Context: an optimization exercise on an open-source flow, tuned for a short achievable clock period and few clock cycles. The choices shown serve that exercise and are no tape-out recipe.
No run shown here included a check of the RTL's function; only the layout flow was run.
Power is estimated from default activity; no workload was simulated.

==> flow/design.v (outline; a module is shown in full before it is edited, if it fits) <==
// module hamming_decoder: 38 lines
// module mdc_input_stage: 59 lines
// module matrix_buffer: 16 lines
// module det_engine: 88 lines
// module mdc_minor: 455 lines
// module mdc_mac_add: 471 lines
// module mdc_mac_sub: 471 lines
// module mdc_mul: 401 lines
// module mdc_top: 47 lines
module mdc_top #(
    parameter int RUN_LEN = mdc_pkg::N_ENTRIES
) (
    input  wire logic         clk,
    input  wire logic         rst_n,
    input  wire logic         in_valid,
    input  wire logic [8:0]   in_mode,
    input  wire logic [14:0]  in_data,
    output logic              out_valid,
    output mdc_pkg::result_t  out_data
);
  // ...
==> flow/run.sh <==
#!/bin/bash
# synth_recipe.tcl (not shown) runs the flow's synth.tcl, then flattens the netlist and writes it again
# the make line also repeats each setting of config.mk as NAME=value (left out here)
make -C /OpenROAD-flow-scripts/flow DESIGN_CONFIG=/design/flow/config.mk WORK_HOME=/design/flow/orfs CLKGATE_MAP_FILE= SYNTH_SCRIPT=/design/flow/synth_recipe.tcl finish
==> flow/config.mk <==
export PLATFORM = sky130hd
export DESIGN_NAME = mdc_top
export DESIGN_NICKNAME = mdc_top
export VERILOG_FILES = /design/flow/design.v
export SDC_FILE = /design/flow/constraint.sdc
export NUM_CORES = 4
export LEC_CHECK = 0
export CAP_MARGIN = 20
export CORE_MARGIN = 2
export CORE_UTILIZATION = 40
export SLEW_MARGIN = 20
==> flow/constraint.sdc <==
create_clock -name core_clock -period 18.0 [get_ports {clk}]
set_input_delay 3.6000 -clock core_clock [delete_from_list [all_inputs] [get_ports {clk}]]
set_output_delay 3.6000 -clock core_clock [all_outputs]
set_load 0.01 [all_outputs]
==> impl_metrics.yaml, run 1 <==
drt:
  drc: 0
  drtPass1Iterations: 5
  drtAntennaViolNets: 0
  drtIter0Drc: 1067
yosys:
  ys_types: 94
  synthTopCellsByCount: "ha_1 (821), a21oi_1 (272), inv_1 (252)"
  yosysTopAreaCell: "ha_1"
  synth_top_cells_by_area: "ha_1 (32%), dfxtp_1 (15%), dfrtp_1 (13%)"
  syn_nets: 4189
  synthArstFlopShare: 0.397
  synth_top_family_by_area: "adder cells"
  synth.ff_latch_count: 428
die:
  rows: 104
  die_h_um: 289
global_route:
  grt_usage: 0.178
  antenna_found_initial: 1
  grt_util_met1: 0.241
  grt_max_degree: 62
  grt_pass1_wl_um: 120000
  grt_pass1_vias: 23300
run_status:
  status: "complete, no violations"
final_layout:
  multi_input_area_share: 0.571
  fill_cells: 7676
  fin_cells: 4622
  antennaDiodeCount: 1
  syn_to_final_growth_pct: 15.2
clocking:
  postCtsHoldBufs: 0
worst_setup_path:
  arrival_ps: 8050
  crit_fanout: 11
power:
  peakVddDrop_mv: 0.0667
  clkPwrFrac: 0.282
  swShare: 0.375
timing:
  fin_skew_ps: 22.0
  whs_ps: 432
  period_needed_ps: 7550
place:
  placed_area_sq_mm: 0.0357
  dpl.cell_count: 4525
  pre_cts_ws_ps: 9820
min_path:
  hold_depth: 1
==> run 2, diff against run 1 <==
--- a/flow/config.mk
+++ b/flow/config.mk
@@ -5,6 +5,7 @@
 export SDC_FILE = /design/flow/constraint.sdc
 export NUM_CORES = 4
 export LEC_CHECK = 0
+export ABC_CLOCK_PERIOD_IN_PS = 4000
 export CAP_MARGIN = 20
 export CORE_MARGIN = 2
 export CORE_UTILIZATION = 40
==> impl_metrics.yaml, run 2 <==
worst_setup_path:
  r2r.worst_path.cells: 18
  crit_fanout: 11
  required_ps: 18500
  cp-end-kind: "register"
  r2r_setup_slack_ps: 12580
  arrival_ps: 8050
  crit_path_cell_trace: "clkdlybuf4s50_1 > xnor2_1 > xor2_1 > inv_1 > ha_1 > inv_1 > ha_1 > inv_1 > nor2_1 > nand2_1 > inv_1 > nand2_1 > ha_1 > nor3_1 > and4_2 > and4_1 > a31oi_1 > a2111oi_4 > o211ai_2 > o22ai_2"
  path_class: "input port to register"
  worstReg2RegStart: "u_matrix_buffer.mat[11]"
  slowest_stage: "clkdlybuf4s50_1"
  timing.rr.end: "u_det_engine.out_data[152]"
  slowest_delay_ps: 590
  crit_path_start_kind: "input port"
  crit_top_cell: "inv_1"
drt:
  drc: 0
  route.vias.total: 23500
  drtIter0Drc: 1067
  drtPass1Iterations: 5
  drt-total-wl_um: 74600
  drtAntennaViolNets: 0
  viasPerCell: 5.09
  wl_per_cell_um: 16.1
yosys:
  yosys.area_share.simple: 0.111
  yosysTopAreaCell: "ha_1"
  syn_nets: 4189
  synth_top_family_by_area: "adder cells"
  synth_compound_area_frac: 0.134
  syn_inst: 3313
  ys_types: 94
  synth_edf_count: 16
  yosysWarnings: 5
  ys.flop_type: "dfxtp_1"
  muxShareOfSynthArea: 0.00465
  synthArstFlopShare: 0.397
  synth_area_sq_mm: 0.0325
  synthAdderAreaFrac: 0.335
  avgSynthCellArea_sq_um: 9.82
  synth_top_cells_by_area: "ha_1 (32%), dfxtp_1 (15%), dfrtp_1 (13%)"
  synth_xor_area_frac: 0.0731
  ys_seq_area_frac: 0.294
  yosysMostFrequentCell: "ha_1"
  synth.ff_latch_count: 428
  synthTopCellsByCount: "ha_1 (821), a21oi_1 (272), inv_1 (252)"
  netlist.area_leader.share: 0.316
clocking:
  postCtsHoldBufs: 0
  cts_resized: 0
  cts_sinks: 428
  cts_tree: "built"
  h-tree-depth: 2
  insertion_delay_ps: 600
  cts_buffers: 51
  clkTransAtPathRegs_ps: 60
  root_buffer: "clkbuf_16"
  clk_path_buf_depth: 3
  post_cts_buffers: 0
min_path:
  worstHoldPathType: "register to register"
  hold_depth: 1
  hold-path-endpoint: "u_det_engine.r1_q[121]"
  hold_start: "u_det_engine.mn_q[183]"
global_route:
  grt_pass1_vias: 23300
  overflow: 0
  antenna_found_initial: 1
  grt_pass1_wl_um: 120000
  grt_max_degree: 62
  grt_usage: 0.178
place:
  pre_cts_ws_ps: 9820
  placed_area_sq_mm: 0.0357
  globalplace.congestion: 0.834
  dp_hpwl_um: 58900
  io_buffers: 234
timing:
  setup-tns-final_ps: 0
  whs_ps: 432
  clock.fmax_ghz: 0.133
  maxSlewViolCount: 0
  fin_ws_ps: 10450
  hold_viol: 0
  rsz0062_at_grt: "false"
  tightest_slew_ps: 1080
  setup_viol: 0
  period_share: 0.419
  relSlewSlack: 0.272
  period_needed_ps: 7550
  fin_skew_ps: 22.0
flow_run:
  maxCapViolations: 0
power:
  leakage_nw: 19.2
  peakVddDrop_mv: 0.0667
  p_per_area_mw_per_mm2: 101
final_layout:
  syn_to_final_growth_pct: 15.2
  drive_above_1_share: 0.0447
  regArea_sq_mm: 0.00958
  fin_util: 0.465
  final_common_cell: "ha_1"
  nets: 4394
  multi_input_area_sq_mm: 0.0214
  final_area_sq_mm: 0.0375
  largest_registers: "u_det_engine.out_data x162, u_det_engine.r2_q x140, u_det_engine.mn_q x74"
  layout_common_cells: "ha_1 (821), a21oi_1 (272), inv_1 (251)"
  fill_cells: 7676
  regMostFlops: "u_det_engine.out_data"
  largest_reg_flops: 162
die:
  die_area_sq_mm: 0.0836
  io_pins: 235
  rows: 104
  die_w_um: 289
  start_util: 0.404
  core_area_sq_mm: 0.0805
  die_h_um: 289
run_status:
  status: "complete, no violations"
run 2: how the worst max path moves through the flow:
stage | startpoint | end | cells after the start
6_report | in_mode[2] | u_input_stage.mode3 | 20
3_3_place_gp | in_mode[2] | u_input_stage.mode3 | 20
2_1_floorplan | in_mode[2] | u_input_stage.mode3 | 20
5_1_grt | in_mode[2] | u_input_stage.mode3 | 20
4_1_cts | in_mode[2] | u_input_stage.mode3 | 20
3_5_place_dp | in_mode[2] | u_input_stage.mode3 | 20
run 2: cell families after synthesis:
kind of cell | Yosys count
and+or+nand+nor | 714
buffers and inverters | 352
DFF | 428
AOI/OAI and AO/OA | 685
muxes | 15
xor gates and xnor gates | 265
adders and majority gates | 854
run 2: critical path: cells and delay by family:
kind	cells	cell delay [ps]
fa+ha+maj	3	1040
compound gates	4	760
buf+inv	5	1030
xor+xnor	2	660
simple gates	6	960
run 2: stage by stage:
step | instances | power [W]
2_1_floorplan | 3313 | 0.00234
3_3_place_gp | 4525 | 0.00272
3_5_place_dp | 4525 | 0.00272
4_1_cts | 4621 | 0.00381
5_1_grt | 4621 | 0.00407
6_report | 4622 | 0.00377
run 2: routing by layer:
| layer | vias up | GRT usage | routed length (um) |
|---|---|---|---|
| met5 | - | 0 | 12 |
| met4 | 2 | 0.0421 | 1580 |
| met3 | 95 | 0.0218 | 2390 |
| li1 | 12100 | - | - |
| met1 | 11000 | 0.241 | 36300 |
| met2 | 317 | 0.301 | 34300 |
run 2: layout make-up:
| cell class | count | share of cell area |
|---|---|---|
| Multi-Input combinational cell | 2533 | 0.571 |
| Sequential cell | 428 | 0.256 |
| Timing Repair Buffer | 250 | 0.0658 |
| Clock buffer | 77 | 0.0416 |
| Tap cell | 1060 | 0.0354 |
| Inverter | 254 | 0.0255 |
| Clock inverter | 19 | 0.00514 |
| Antenna cell | 1 | 0.0000668 |
run 2: report_power, final:
part	switching, W	internal, W
logic	0.000908	0.000630
registers	0.0000845	0.00108
clock network	0.000422	0.000641
total	0.00141	0.00235
==> run 3, diff against run 2 <==
==> flow/flow/run.sh (new file) <==
#!/bin/bash
# The standard layout, with repair_timing aiming well below the clock period
set -euo pipefail
bash standard.sh SETUP_SLACK_MARGIN=12.5 finish > standard_flow.log 2>&1
==> flow/standard.sh (new file) <==
#!/bin/bash
# synth_recipe.tcl (not shown) runs the flow's synth.tcl, then flattens the netlist and writes it again
# the make line also repeats each setting of config.mk as NAME=value (left out here)
make -C /OpenROAD-flow-scripts/flow DESIGN_CONFIG=/design/flow/config.mk WORK_HOME=/design/flow/orfs CLKGATE_MAP_FILE= SYNTH_SCRIPT=/design/flow/synth_recipe.tcl "${@:-finish}"
--- a/flow/config.mk
+++ b/flow/config.mk
@@ -5,7 +5,6 @@
 export SDC_FILE = /design/flow/constraint.sdc
 export NUM_CORES = 4
 export LEC_CHECK = 0
-export ABC_CLOCK_PERIOD_IN_PS = 4000
 export CAP_MARGIN = 20
 export CORE_MARGIN = 2
 export CORE_UTILIZATION = 40
removed: flow/run.sh
==> impl_metrics.yaml, run 3 <==
run_status:
  status: "complete, no violations"
drt:
  drtAntennaViolNets: 0
  drt-total-wl_um: 75300
  drc: 0
  route.vias.total: 23800
  drtIter0Drc: 1012
  viasPerCell: 5.11
  wl_per_cell_um: 16.1
  drtPass1Iterations: 7
die:
  io_pins: 235
  die_area_sq_mm: 0.0836
  rows: 104
  die_h_um: 289
  core_area_sq_mm: 0.0805
  start_util: 0.404
  die_w_um: 289
final_layout:
  largest_registers: "u_det_engine.out_data x162, u_det_engine.r2_q x140, u_det_engine.mn_q x74"
  final_common_cell: "ha_1"
  largest_reg_flops: 162
  antennaDiodeCount: 0
  final_area_sq_mm: 0.0382
  nets: 4434
  regMostFlops: "u_det_engine.out_data"
  layout_common_cells: "ha_1 (814), a21oi_1 (272), inv_1 (247)"
  syn_to_final_growth_pct: 17.5
  multi_input_area_sq_mm: 0.0218
  drive_above_1_share: 0.0711
  regArea_sq_mm: 0.00958
  fill_cells: 7607
timing:
  period_share: 0.342
  fin_skew_ps: 18.2
  period_needed_ps: 6160
  clock.fmax_ghz: 0.162
  setup_viol: 0
  rsz0062_at_grt: "true"
  tightest_slew_ps: 994
  maxSlewViolCount: 0
  setup-tns-final_ps: 0
  hold_viol: 0
  relSlewSlack: 0.335
global_route:
  overflow: 0
  antenna_found_initial: 1
  grt_usage: 0.179
  grt_max_degree: 68
  grt_pass1_vias: 23400
  grt_pass1_wl_um: 120000
yosys:
  avgSynthCellArea_sq_um: 9.82
  syn_nets: 4189
  yosysMostFrequentCell: "ha_1"
  synthArstFlopShare: 0.397
  ys_seq_area_frac: 0.294
  yosysWarnings: 5
  synth_area_sq_mm: 0.0325
  ys_types: 94
  synth.ff_latch_count: 428
  yosysTopAreaCell: "ha_1"
  synth_edf_count: 16
  syn_inst: 3313
  synth_top_cells_by_area: "ha_1 (32%), dfxtp_1 (15%), dfrtp_1 (13%)"
  netlist.area_leader.share: 0.316
  ys.flop_type: "dfxtp_1"
  synthTopCellsByCount: "ha_1 (821), a21oi_1 (272), inv_1 (252)"
clocking:
  cts_sinks: 428
  cts_buffers: 52
  cts_tree: "built"
  clk_path_buf_depth: 3
  clkTransAtPathRegs_ps: 60
  h-tree-depth: 2
  root_buffer: "clkbuf_16"
  insertion_delay_ps: 600
worst_setup_path:
  required_ps: 18510
  cp-end-kind: "register"
  crit_fanout: 4
  arrival_ps: 6670
  path_class: "input port to register"
  crit_buf_inv: 5
  slowest_stage: "a2111oi_4"
  crit_path_start_kind: "input port"
  crit_path_cell_trace: "buf_12 > xnor2_4 > xor2_2 > inv_2 > ha_4 > inv_2 > ha_4 > inv_2 > nor2_4 > nand2_4 > ha_4 > nand2_1 > nor3_2 > and4_4 > buf_6 > and4_4 > a31oi_4 > a2111oi_4 > o211ai_2 > o22ai_2"
  slowest_delay_ps: 350
  crit_family: "simple AND/OR/NAND/NOR gates"
place:
  dp_hpwl_um: 58400
  placed_area_sq_mm: 0.0358
  globalplace.congestion: 0.831
  io_buffers: 234
power:
  peakVddDrop_mv: 0.0711
  leakage_nw: 19.6
  p_per_area_mw_per_mm2: 101
min_path:
  worstHoldPathType: "register to register"
flow_run:
  maxCapViolations: 0
## run 3: cell counts after synthesis
No cell type changed its count.
## run 3: timing repair
| action | CTS | global route |
|---|---|---|
| cloned | 0 | 0 |
| endpoints found under the setup margin | 18 | 35 |
| resized for setup | 82 | 24 |
| hold buffers | 0 | 0 |
| pin swaps | 34 | 23 |
| setup buffers | 35 | 4 |
## run 3: through the flow
stage / setup WS, ps / utilization / hold slack [ps] / total power (W) / std cells
floorplan: 11350 / - / 352 / 0.00234 / 3313
global placement: 10400 / 0.445 / 416 / 0.00271 / 4525
detailed placement: 10300 / 0.445 / 422 / 0.00272 / 4525
CTS: 11950 / 0.473 / 434 / 0.00387 / 4658
global route: 11720 / 0.475 / 449 / 0.00414 / 4662
finish: 11840 / 0.475 / 431 / 0.00385 / 4662
## run 3: layout make-up
class,count,share of cell area
sequential,428,0.251
clock inverter,29,0.00903
timing repair buffer,289,0.0730
inverter,254,0.0250
tap,1060,0.0347
multi-input combinational,2533,0.570
clock buffer,69,0.0378
## run 3: metal layers
layer,track usage,vias to the layer above,routed length [um]
met1,0.237,11200,35500
met2,0.299,407,34500
met5,0,-,16
li1,-,12200,-
met4,0.0470,2,1660
met3,0.0319,83,3650
## run 3: logic make-up after synthesis
kind of cell,Yosys count,synth area share
AO/OA/AOI/OAI,685,0.134
XOR/XNOR,265,0.0731
adder cells (fa/ha/maj),854,0.335
buffers and inverters,352,0.0479
AND/OR/NAND/NOR,714,0.111
flip-flops,428,0.294
multiplexers,15,0.00465
## run 3: report_power, final
group          internal [W]  switching (W)  leakage [nW]
logic              0.000661       0.000926          14.2
clock network      0.000655       0.000436         0.856
registers           0.00108      0.0000863          4.55
total               0.00240        0.00145          19.6
## run 3: final timing paths
kind	slack (ps)	to	startpoint	depth (start not counted)
setup / recovery	11840	u_input_stage.mode3	in_mode[2]	20
hold / removal	430	u_det_engine.r1_q[44]	u_det_engine.mn_q[55]	1
setup reg to reg	12950	u_det_engine.out_data[189]	u_matrix_buffer.mat[10]	19
hold reg to reg	430	u_det_engine.r1_q[44]	u_det_engine.mn_q[55]	1
max in group asynchronous	13730	u_input_stage.mode3	rst_n	2
min in group asynchronous	2910	u_det_engine.out_data[23]	rst_n	1
==> module mdc_input_stage, before the edit <==
module mdc_input_stage #(
    parameter int RUN_LEN = mdc_pkg::N_ENTRIES
) (
    input  wire logic                clk,
    input  wire logic                rst_n,
    input  wire logic                in_valid,
    input  wire logic [8:0]          in_mode,
    input  wire logic [14:0]         in_data,
    output mdc_pkg::entry_t          entry,
    output logic [RUN_LEN-1:0]       wr_en,
    output logic                     run_done,
    output logic                     mode3
);
    localparam int CNT_W = $clog2(RUN_LEN);
    localparam logic [CNT_W-1:0] LAST_IDX = CNT_W'(RUN_LEN - 1);
    mdc_pkg::mode_t     mode_dec;
    logic [CNT_W-1:0]   cnt;
    logic               run_ok;
    logic               first;
    logic               mode_ok;
    hamming_decoder #(
        .DATA_W (mdc_pkg::MODE_W),
        .CODE_W (9)
    ) u_mode_dec (
        .code (in_mode),
        .data (mode_dec)
    );
    hamming_decoder #(
        .DATA_W (mdc_pkg::ENTRY_W),
        .CODE_W (15)
    ) u_entry_dec (
        .code (in_data),
        .data (entry)
    );
    assign first   = (cnt == '0);
    assign mode_ok = (mode_dec == mdc_pkg::MODE_DET2) || (mode_dec == mdc_pkg::MODE_DET3);
    always_comb begin
        for (int j = 0; j < RUN_LEN; j++) begin
            wr_en[j] = in_valid && (cnt == CNT_W'(j));
        end
    end
    always_ff @(posedge clk or negedge rst_n) begin
        if (!rst_n) begin
            cnt      <= '0;
            run_ok   <= 1'b0;
            run_done <= 1'b0;
            mode3    <= 1'b0;
        end else begin
            run_done <= in_valid && (cnt == LAST_IDX) && run_ok;
            if (in_valid) begin
                cnt <= cnt + 1'b1;
                if (first) begin
                    run_ok <= mode_ok;
                    mode3  <= (mode_dec == mdc_pkg::MODE_DET3);
                end
            end
        end
    end
endmodule
==> run 4, diff against run 3 <==
--- a/flow/design.v
+++ b/flow/design.v
@@ -83,15 +83,15 @@
     localparam int CNT_W = $clog2(RUN_LEN);
     localparam logic [CNT_W-1:0] LAST_IDX = CNT_W'(RUN_LEN - 1);
     mdc_pkg::mode_t     mode_dec;
+    logic [8:0]         mode_code;
     logic [CNT_W-1:0]   cnt;
-    logic               run_ok;
     logic               first;
     logic               mode_ok;
     hamming_decoder #(
         .DATA_W (mdc_pkg::MODE_W),
         .CODE_W (9)
     ) u_mode_dec (
-        .code (in_mode),
+        .code (mode_code),
         .data (mode_dec)
     );
     hamming_decoder #(
@@ -111,20 +111,20 @@
     always_ff @(posedge clk or negedge rst_n) begin
         if (!rst_n) begin
             cnt      <= '0;
-            run_ok   <= 1'b0;
             run_done <= 1'b0;
-            mode3    <= 1'b0;
         end else begin
-            run_done <= in_valid && (cnt == LAST_IDX) && run_ok;
+            run_done <= in_valid && (cnt == LAST_IDX) && mode_ok;
             if (in_valid) begin
                 cnt <= cnt + 1'b1;
-                if (first) begin
-                    run_ok <= mode_ok;
-                    mode3  <= (mode_dec == mdc_pkg::MODE_DET3);
-                end
             end
         end
     end
+    always_ff @(posedge clk) begin
+        if (in_valid && first) begin
+            mode_code <= in_mode;
+        end
+        mode3 <= (mode_dec == mdc_pkg::MODE_DET3);
+    end
 endmodule
 `default_nettype wire
 `default_nettype none
==> flow/run.sh (new file) <==
#!/bin/bash
# synth_recipe.tcl (not shown) runs the flow's synth.tcl, then flattens the netlist and writes it again
# the make line also repeats each setting of config.mk as NAME=value (left out here)
make -C /OpenROAD-flow-scripts/flow DESIGN_CONFIG=/design/flow/config.mk WORK_HOME=/design/flow/orfs CLKGATE_MAP_FILE= SYNTH_SCRIPT=/design/flow/synth_recipe.tcl finish
removed: flow/flow/run.sh
removed: flow/standard.sh
==> impl_metrics.yaml, run 4 <==
run_status:
  status: "complete, no violations"
yosys:
  avgSynthCellArea_sq_um: 9.80
  syn_inst: 3373
  synthTopCellsByCount: "ha_1 (821), a21oi_1 (265), dfxtp_1 (243)"
  netlist.area_leader.share: 0.311
  ys_types: 88
  synth_edf_count: 25
  yosysMostFrequentCell: "ha_1"
  yosysWarnings: 5
  synth.ff_latch_count: 436
  synthArstFlopShare: 0.385
  yosysTopAreaCell: "ha_1"
  ys.flop_type: "dfxtp_1"
  synth_top_cells_by_area: "ha_1 (31%), dfxtp_1 (15%), dfrtp_1 (13%)"
  syn_nets: 4249
  synth_area_sq_mm: 0.0330
  ys_seq_area_frac: 0.297
min_path:
  worstHoldPathType: "register to register"
  hold_depth: 1
clocking:
  postCtsHoldBufs: 0
  cts_buffers: 53
  insertion_delay_ps: 620
  clk_path_buf_depth: 3
  post_cts_buffers: 0
  root_buffer: "clkbuf_16"
  cts_sinks: 436
  cts_tree: "built"
  cts_resized: 0
  clkTransAtPathRegs_ps: 60
  h-tree-depth: 2
power:
  peakVddDrop_mv: 0.0762
  p_per_area_mw_per_mm2: 99.0
  leakage_nw: 19.3
timing:
  fin_ws_ps: 12050
  hold_viol: 0
  period_needed_ps: 5950
  setup_viol: 0
  clock.fmax_ghz: 0.168
  rsz0062_at_grt: "false"
  relSlewSlack: 0.347
  setup-tns-final_ps: 0
  maxSlewViolCount: 0
  tightest_slew_ps: 972
  period_share: 0.331
  fin_skew_ps: 26.8
final_layout:
  antennaDiodeCount: 0
  fill_cells: 7834
  syn_to_final_growth_pct: 15.2
  nets: 4450
  layout_common_cells: "ha_1 (821), a21oi_1 (265), dfxtp_1 (242)"
  largest_reg_flops: 162
  regMostFlops: "u_det_engine.out_data"
  final_common_cell: "ha_1"
  fin_util: 0.464
  drive_above_1_share: 0.0426
  largest_registers: "u_det_engine.out_data x162, u_det_engine.r2_q x140, u_det_engine.mn_q x74"
worst_setup_path:
  cp-end-kind: "register"
  crit_fanout: 16
  path_class: "input port to register"
  required_ps: 18320
  r2r.worst_path.cells: 19
  crit_path_start_kind: "input port"
  arrival_ps: 6270
global_route:
  grt_pass1_wl_um: 123000
  overflow: 0
  antenna_found_initial: 2
  grt_max_degree: 105
  grt_usage: 0.178
  grt_pass1_vias: 23800
drt:
  drtAntennaViolNets: 0
  drt-total-wl_um: 75700
  drtPass1Iterations: 5
  route.vias.total: 23900
  drc: 0
  wl_per_cell_um: 16.1
  drtIter0Drc: 878
  viasPerCell: 5.10
die:
  die_h_um: 291
  start_util: 0.403
  io_pins: 235
  rows: 105
  die_w_um: 291
  core_area_sq_mm: 0.0820
  die_area_sq_mm: 0.0849
place:
  dp_hpwl_um: 60300
  pre_cts_ws_ps: 11460
  globalplace.congestion: 0.870
  io_buffers: 234
flow_run:
  maxCapViolations: 0
==> run 4: cell types whose count changed in the layout (fill, tap and decap cells not counted), moves of 9 or more <==
cell,before,now
nor3_1,39,29
xnor2_1,150,170
a31oi_1,44,34
clkdlybuf4s50_1,214,233
nand2_1,150,160
dlygate4sd2_1,10,0
nor2_1,170,189
nand2b_1,31,41
a211oi_1,12,36
o21ai_1,28,7
edfxtp_1,16,25
o21ai_0,75,113
buf_4,51,14
==> run 4: where the power goes <==
group	total [W]	internal (W)	switching [W]
Clock	0.00110	0.000654	0.000441
Sequential	0.00117	0.00111	0.0000650
Combinational	0.00150	0.000640	0.000860
==> run 4: per-layer routing <==
metal | part of all wire | track usage | vias to the layer above
met5 | 0 | 0 | -
met4 | 0.022 | 0.0436 | 0
met3 | 0.040 | 0.0299 | 90
met2 | 0.45 | 0.295 | 371
met1 | 0.49 | 0.240 | 11200
li1 | - | - | 12300
==> run 4: worst max-delay path, cell delays in order <==
cell and delay (ps):
clkdlybuf4s50_1 520, xnor2_1 290, xnor2_1 170, xnor2_1 150
inv_1 80, and3_1 180, ha_1 270, nor3_1 190
nand3_1 120, o22ai_1 170, a22o_1 520
==> run 4: cell type report <==
cell class,count,area (sq um),area share
sequential,436,9820,0.258
timing repair buffer,248,2450,0.0644
clock inverter,29,334,0.00878
multi-input combinational,2592,21700,0.571
tap,1070,1340,0.0352
clock buffer,71,1480,0.0388
inverter,243,915,0.0240
==> run 4: path summary, 6_finish.rpt <==
| path | slack (ps) | startpoint | endpoint |
|---|---|---|---|
| setup / recovery | 12050 | in_data[0] | u_matrix_buffer.mat[14] |
| hold / removal | 430 | u_det_engine.mn_q[183] | u_det_engine.r1_q[121] |
| setup reg to reg | 12150 | u_matrix_buffer.mat[14] | u_det_engine.out_data[97] |
| hold reg to reg | 430 | u_det_engine.mn_q[183] | u_det_engine.r1_q[121] |
| max in group asynchronous | 13470 | rst_n | u_det_engine.out_data[109] |
| min in group asynchronous | 3120 | rst_n | u_det_engine.out_data[5] |
==> run 4: logic make-up after synthesis <==
kind of cell,share of synthesized area
and+or+nand+nor,0.114
buffers and inverters,0.0459
AOI/OAI and AO/OA,0.135
adders and majority gates,0.329
DFF,0.297
muxes,0.00488
xor gates and xnor gates,0.0732
==> run 4: stage by stage <==
step	cell area (sq um)	instances	power, W	hold slack (ps)
after floorplan	33000	3373	0.00233	399
after global placement	36200	4589	0.00268	414
after detailed placement	36200	4589	0.00268	421
after CTS	38000	4689	0.00381	436
after global routing	38100	4689	0.00407	449
final	38100	4689	0.00377	432
==> run 5, diff against run 4 <==
--- a/flow/config.mk
+++ b/flow/config.mk
@@ -5,6 +5,7 @@
 export SDC_FILE = /design/flow/constraint.sdc
 export NUM_CORES = 4
 export LEC_CHECK = 0
+export ABC_CLOCK_PERIOD_IN_PS = 1500
 export CAP_MARGIN = 20
 export CORE_MARGIN = 2
 export CORE_UTILIZATION = 40
==> impl_metrics.yaml, run 5 <==
run_status:
  status: "complete, no violations"
timing:
  period_share: 0.331
  rsz0062_at_grt: "false"
  maxSlewViolCount: 0
  period_needed_ps: 5950
  clock.fmax_ghz: 0.168
  setup-tns-final_ps: 0
  fin_skew_ps: 26.8
  relSlewSlack: 0.347
  hold_viol: 0
  tightest_slew_ps: 972
  setup_viol: 0
drt:
  drtAntennaViolNets: 0
  drtIter0Drc: 878
  wl_per_cell_um: 16.1
  drt-total-wl_um: 75700
  viasPerCell: 5.10
  route.vias.total: 23900
  drc: 0
  drtPass1Iterations: 5
global_route:
  grt_max_degree: 105
  overflow: 0
  grt_pass1_vias: 23800
  antenna_found_initial: 2
  grt_pass1_wl_um: 123000
  grt_usage: 0.178
worst_setup_path:
  r2r.worst_path.cells: 19
  slowest_stage: "clkdlybuf4s50_1"
  required_ps: 18320
  crit_top_cell: "xnor2_1"
  cp-end-kind: "register"
  crit_family: "compound AO/OA/AOI/OAI gates"
  crit_path_start_kind: "input port"
  arrival_ps: 6270
  crit_fanout: 16
  path_class: "input port to register"
  crit_path_cell_trace: "clkdlybuf4s50_1 > xnor2_1 > xnor2_1 > xnor2_1 > inv_1 > and3_1 > ha_1 > nor3_1 > nand3_1 > o22ai_1 > a22o_1"
  crit_buf_inv: 2
  crit_cells: 11
  slowest_delay_ps: 520
die:
  die_w_um: 291
  io_pins: 235
  die_area_sq_mm: 0.0849
  die_h_um: 291
  core_area_sq_mm: 0.0820
  rows: 105
  start_util: 0.403
yosys:
  synth_edf_count: 25
  synth_top_cells_by_area: "ha_1 (31%), dfxtp_1 (15%), dfrtp_1 (13%)"
  yosysWarnings: 5
  ys_types: 88
  syn_nets: 4249
  ys_seq_area_frac: 0.297
  synthArstFlopShare: 0.385
  syn_inst: 3373
  synth.ff_latch_count: 436
  netlist.area_leader.share: 0.311
  synthTopCellsByCount: "ha_1 (821), a21oi_1 (265), dfxtp_1 (243)"
  avgSynthCellArea_sq_um: 9.80
  synth_area_sq_mm: 0.0330
  ys.flop_type: "dfxtp_1"
  yosysTopAreaCell: "ha_1"
  yosysMostFrequentCell: "ha_1"
clocking:
  root_buffer: "clkbuf_16"
  cts_resized: 0
  cts_tree: "built"
  clkTransAtPathRegs_ps: 60
  cts_sinks: 436
  clk_path_buf_depth: 3
  h-tree-depth: 2
  postCtsHoldBufs: 0
  insertion_delay_ps: 620
  post_cts_buffers: 0
  cts_buffers: 53
place:
  dpl.cell_count: 4589
  io_buffers: 234
  dp_hpwl_um: 60300
  globalplace.congestion: 0.870
final_layout:
  final_common_cell: "ha_1"
  largest_registers: "u_det_engine.out_data x162, u_det_engine.r2_q x140, u_det_engine.mn_q x74"
  fin_cells: 4689
  fin_util: 0.464
  regMostFlops: "u_det_engine.out_data"
  largest_reg_flops: 162
  fill_cells: 7834
  syn_to_final_growth_pct: 15.2
  nets: 4450
  layout_common_cells: "ha_1 (821), a21oi_1 (265), dfxtp_1 (242)"
  drive_above_1_share: 0.0426
  antennaDiodeCount: 0
flow_run:
  maxCapViolations: 0
power:
  leakage_nw: 19.3
  peakVddDrop_mv: 0.0762
  power.total_w: 0.00377
  p_per_area_mw_per_mm2: 99.0
min_path:
  hold_depth: 1
  worstHoldPathType: "register to register"
-- run 5: cell counts after synthesis --
Identical to the previous run, type by type.
-- run 5: per-layer routing --
metal  track usage  wire (um)  vias to the layer above
met5             0          0                        -
met4        0.0436       1630                        0
met3        0.0299       3010                       90
met2         0.295      34200                      371
met1         0.240      36900                    11200
li1              -          -                    12300
-- run 5: final timing paths --
path,startpoint,endpoint,slack (ps)
hold reg to reg,u_det_engine.mn_q[183],u_det_engine.r1_q[121],430
hold / removal,u_det_engine.mn_q[183],u_det_engine.r1_q[121],430
min in group asynchronous,rst_n,u_det_engine.out_data[5],3120
setup / recovery,in_data[0],u_matrix_buffer.mat[14],12050
max in group asynchronous,rst_n,u_det_engine.out_data[109],13470
setup reg to reg,u_matrix_buffer.mat[14],u_det_engine.out_data[97],12150
-- run 5: logic make-up after synthesis --
family                     after synthesis  share of synthesized area
adders and majority gates              854                      0.329
and+or+nand+nor                        742                      0.114
AOI/OAI and AO/OA                      710                      0.135
DFF                                    436                      0.297
buffers and inverters                  345                     0.0459
xor gates and xnor gates               270                     0.0732
muxes                                   16                    0.00488
-- run 5: where the power goes --
part,internal [W],leakage (nW),switching (W)
registers,0.00111,4.61,0.0000650
logic,0.000640,13.9,0.000860
clock network,0.000654,0.874,0.000441
-- run 5: final cells by class --
class,count,area (sq um),share of cell area
multi-input cells,2592,21700,0.571
flip-flops and latches,436,9820,0.258
repair buffers,248,2450,0.0644
clock buffers,71,1480,0.0388
well taps,1070,1340,0.0352
inverters,243,915,0.0240
clock inverters,29,334,0.00878
-- run 5: through the flow --
stage	setup slack, ps	area (sq um)	hold slack, ps
2_1_floorplan	12420	33000	399
3_3_place_gp	11480	36200	414
3_5_place_dp	11460	36200	421
4_1_cts	12090	38000	436
5_1_grt	11840	38100	449
6_report	12050	38100	432
-- run 5: worst register-to-register path: cells and delay by family, from the launching register on --
family	cells	cell delay [ps]
AOI/OAI and AO/OA	7	2150
adders and majority gates	6	1690
buffers and inverters	3	380
DFF	1	320
muxes	1	570
and+or+nand+nor	2	610
==> run 6, diff against run 5 <==
==> flow/flow/run.sh (new file) <==
#!/bin/bash
# The standard layout, with repair_timing aiming well below the clock period
set -euo pipefail
bash standard.sh SETUP_SLACK_MARGIN=13 finish > standard_flow.log 2>&1
==> flow/standard.sh (new file) <==
#!/bin/bash
# synth_recipe.tcl (not shown) runs the flow's synth.tcl, then flattens the netlist and writes it again
# the make line also repeats each setting of config.mk as NAME=value (left out here)
make -C /OpenROAD-flow-scripts/flow DESIGN_CONFIG=/design/flow/config.mk WORK_HOME=/design/flow/orfs CLKGATE_MAP_FILE= SYNTH_SCRIPT=/design/flow/synth_recipe.tcl "${@:-finish}"
removed: flow/run.sh
==> impl_metrics.yaml, run 6 <==
drt:
  wl_per_cell_um: 16.3
  drc: 0
  viasPerCell: 5.13
  drtAntennaViolNets: 0
  drtPass1Iterations: 5
  drt-total-wl_um: 76900
  drtIter0Drc: 956
  route.vias.total: 24200
final_layout:
  antennaDiodeCount: 0
  largest_registers: "u_det_engine.out_data x162, u_det_engine.r2_q x140, u_det_engine.mn_q x74"
  final_area_sq_mm: 0.0384
  regMostFlops: "u_det_engine.out_data"
  final_common_cell: "ha_1"
  layout_common_cells: "ha_1 (815), a21oi_1 (261), dfxtp_1 (242)"
  largest_reg_flops: 162
  drive_above_1_share: 0.0822
  fin_cells: 4719
  fill_cells: 7889
  nets: 4482
  syn_to_final_growth_pct: 16.4
global_route:
  antenna_found_initial: 3
  overflow: 0
  grt_pass1_wl_um: 124000
  grt_usage: 0.179
  grt_max_degree: 104
  grt_pass1_vias: 24200
place:
  dpl.cell_count: 4589
  placed_area_sq_mm: 0.0363
  globalplace.congestion: 0.860
  io_buffers: 234
  dp_hpwl_um: 59700
die:
  core_area_sq_mm: 0.0820
  start_util: 0.403
  die_w_um: 291
  die_area_sq_mm: 0.0849
  rows: 105
  io_pins: 235
  die_h_um: 291
yosys:
  ys_seq_area_frac: 0.297
  ys.flop_type: "dfxtp_1"
  yosysTopAreaCell: "ha_1"
  ys_types: 88
  synth_top_cells_by_area: "ha_1 (31%), dfxtp_1 (15%), dfrtp_1 (13%)"
  yosysWarnings: 5
  synthTopCellsByCount: "ha_1 (821), a21oi_1 (265), dfxtp_1 (243)"
  synth.ff_latch_count: 436
  avgSynthCellArea_sq_um: 9.80
  synthArstFlopShare: 0.385
  synth_edf_count: 25
  synth_top_family_by_area: "adder cells"
  muxShareOfSynthArea: 0.00489
  netlist.area_leader.share: 0.311
  synthAdderAreaFrac: 0.329
  yosysMostFrequentCell: "ha_1"
  syn_nets: 4249
  synth_xor_area_frac: 0.0732
  synth_area_sq_mm: 0.0330
  syn_inst: 3373
  synth_compound_area_frac: 0.135
  yosys.area_share.simple: 0.114
timing:
  period_share: 0.280
  tightest_slew_ps: 1100
  setup_viol: 0
  hold_viol: 0
  fin_skew_ps: 25.7
  relSlewSlack: 0.263
  rsz0062_at_grt: "true"
  setup-tns-final_ps: 0
  clock.fmax_ghz: 0.198
  maxSlewViolCount: 0
  whs_ps: 433
  period_needed_ps: 5050
power:
  peakVddDrop_mv: 0.0711
  p_per_area_mw_per_mm2: 98.3
  leakage_nw: 20.6
clocking:
  clkTransAtPathRegs_ps: 60
  clk_path_buf_depth: 3
  root_buffer: "clkbuf_16"
  insertion_delay_ps: 620
  cts_tree: "built"
  cts_sinks: 436
  cts_buffers: 51
  h-tree-depth: 2
worst_setup_path:
  crit_path_start_kind: "input port"
  cp-end-kind: "register"
  slowest_stage: "o22ai_4"
  arrival_ps: 5500
  worstSetupStartpoint: "in_data[11]"
  crit_family: "simple AND/OR/NAND/NOR gates"
  crit_top_cell: "xnor2_1"
  r2r_setup_slack_ps: 13180
  timing.rr.end: "u_det_engine.out_data[97]"
  worstReg2RegStart: "u_matrix_buffer.mat[14]"
  slowest_delay_ps: 250
  r2r.worst_path.cells: 22
  crit_buf_inv: 1
  required_ps: 18450
  crit_fanout: 8
  crit_path_cell_trace: "clkdlybuf4s15_1 > xnor2_2 > xnor2_1 > xnor2_1 > and3_4 > ha_4 > nand2_2 > nor3_4 > nand3_4 > o22ai_4 > a22o_4"
  path_class: "input port to register"
run_status:
  status: "complete, no violations"
flow_run:
  maxCapViolations: 0
min_path:
  worstHoldPathType: "register to register"
  hold-path-endpoint: "u_det_engine.r1_q[118]"
  hold_depth: 1
  hold_start: "u_det_engine.mn_q[174]"
-- run 6: cell counts after synthesis --
No cell type changed its count.
-- run 6: logic make-up (layout without fill, tap and decap cells) --
logic type,count (synthesis),count (layout)
xor gates and xnor gates,270,270
buffers and inverters,345,620
AOI/OAI and AO/OA,710,711
and+or+nand+nor,742,742
muxes,16,16
DFF,436,436
adders and majority gates,854,854
-- run 6: worst reg2reg max path, stage by stage, from the launching register on --
cell and delay [ps]:
edfxtp_1 400, buf_8 190, nand2_1 130, inv_1 50, ha_1 270, ha_1 140
inv_1 50, fa_1 530, inv_1 50, ha_1 180, ha_1 270, ha_1 320
and4_1 220, a221oi_2 320, a21oi_2 110, o311ai_2 220, buf_4 190, o311a_4 210
a211oi_4 80, a211oi_2 260, mux2i_2 230, buf_4 170, o211ai_1 100
-- run 6: how the worst max path moves through the flow --
stage,to,depth (start not counted)
2_1_floorplan,u_matrix_buffer.mat[0],9
3_3_place_gp,u_matrix_buffer.mat[3],10
3_5_place_dp,u_matrix_buffer.mat[3],11
4_1_cts,u_matrix_buffer.mat[15],11
5_1_grt,u_matrix_buffer.mat[6],12
6_report,u_matrix_buffer.mat[8],11
-- run 6: per-stage QoR --
stage	utilization	power, W	setup slack (ps)
after floorplan	-	0.00234	12670
after global placement	0.443	0.00268	11860
after detailed placement	0.443	0.00268	11850
after CTS	0.465	0.00380	12910
after global routing	0.469	0.00408	12840
final	0.469	0.00378	12950
-- run 6: layout make-up --
type	instances	area, sq um	area share
well taps	1070	1340	0.0348
clock buffers	69	1500	0.0390
flip-flops and latches	436	9830	0.256
clock inverters	27	244	0.00635
inverters	243	915	0.0238
multi-input cells	2593	22200	0.579
repair buffers	281	2370	0.0618
-- run 6: power breakdown --
group          switching (W)  total (W)  internal (W)
clock               0.000449    0.00106      0.000609
combinational       0.000884    0.00155      0.000665
sequential         0.0000648    0.00117       0.00111
total                0.00140    0.00378       0.00238
-- run 6: what timing repair did --
action,in CTS,in global routing
pin swaps,29,24
gates resized for setup,355,88
hold buffers,0,0
gates cloned,1,0
setup buffers,22,11
endpoints found under the setup margin,273,120
-- run 6: routing by layer --
metal  routed length, um  track usage  vias to the layer above
met3                2770       0.0232                       89
met5                   0            0                        -
met1               37200        0.242                    11400
li1                    -            -                    12300
met4                1650       0.0385                        0
met2               35300        0.307                      345

-- static timing again, ports no longer ideal --
The flow's constraints put no driver on any port. The routed layouts listed below were extracted and timed again, unchanged, in two steps. Step 1: set_driving_cell puts a clkbuf_16 on clk and a buf_2 on each other input, an assumption about the parent block. Step 2 adds t to the input delays and takes it off the output delays; t is the mean of the earliest and latest rising clock arrival at the registers after step 1. Input paths then give back, and output paths get back, about the clock's delay inside the block. Three values: ideal, step 1, step 2; two values: the first two.
| run | shift t [ns] | setup WS [ns] | worst setup path at the end | worst register clock-pin slew, ns |
|---|---|---|---|---|
| run 1 | 0.653 | 10.454 / 10.497 / 9.845 | input to register | 0.06 / 0.06 |
| run 2 | 0.653 | 10.454 / 10.497 / 9.845 | input to register | 0.06 / 0.06 |
| run 3 | 0.659 | 11.844 / 11.864 / 11.205 | input to register | 0.07 / 0.07 |
| run 4 | 0.663 | 12.051 / 12.081 / 11.417 | input to register | 0.06 / 0.06 |
| run 5 | 0.663 | 12.051 / 12.081 / 11.417 | input to register | 0.06 / 0.06 |
| run 6 | 0.667 | 12.954 / 12.961 / 12.320 | input to register | 0.07 / 0.07 |
After both steps setup and hold are still met in every run listed. For run 3, which loses most, drivers alone change the setup slack by +0.020 ns; drivers and shift together by -0.639 ns.
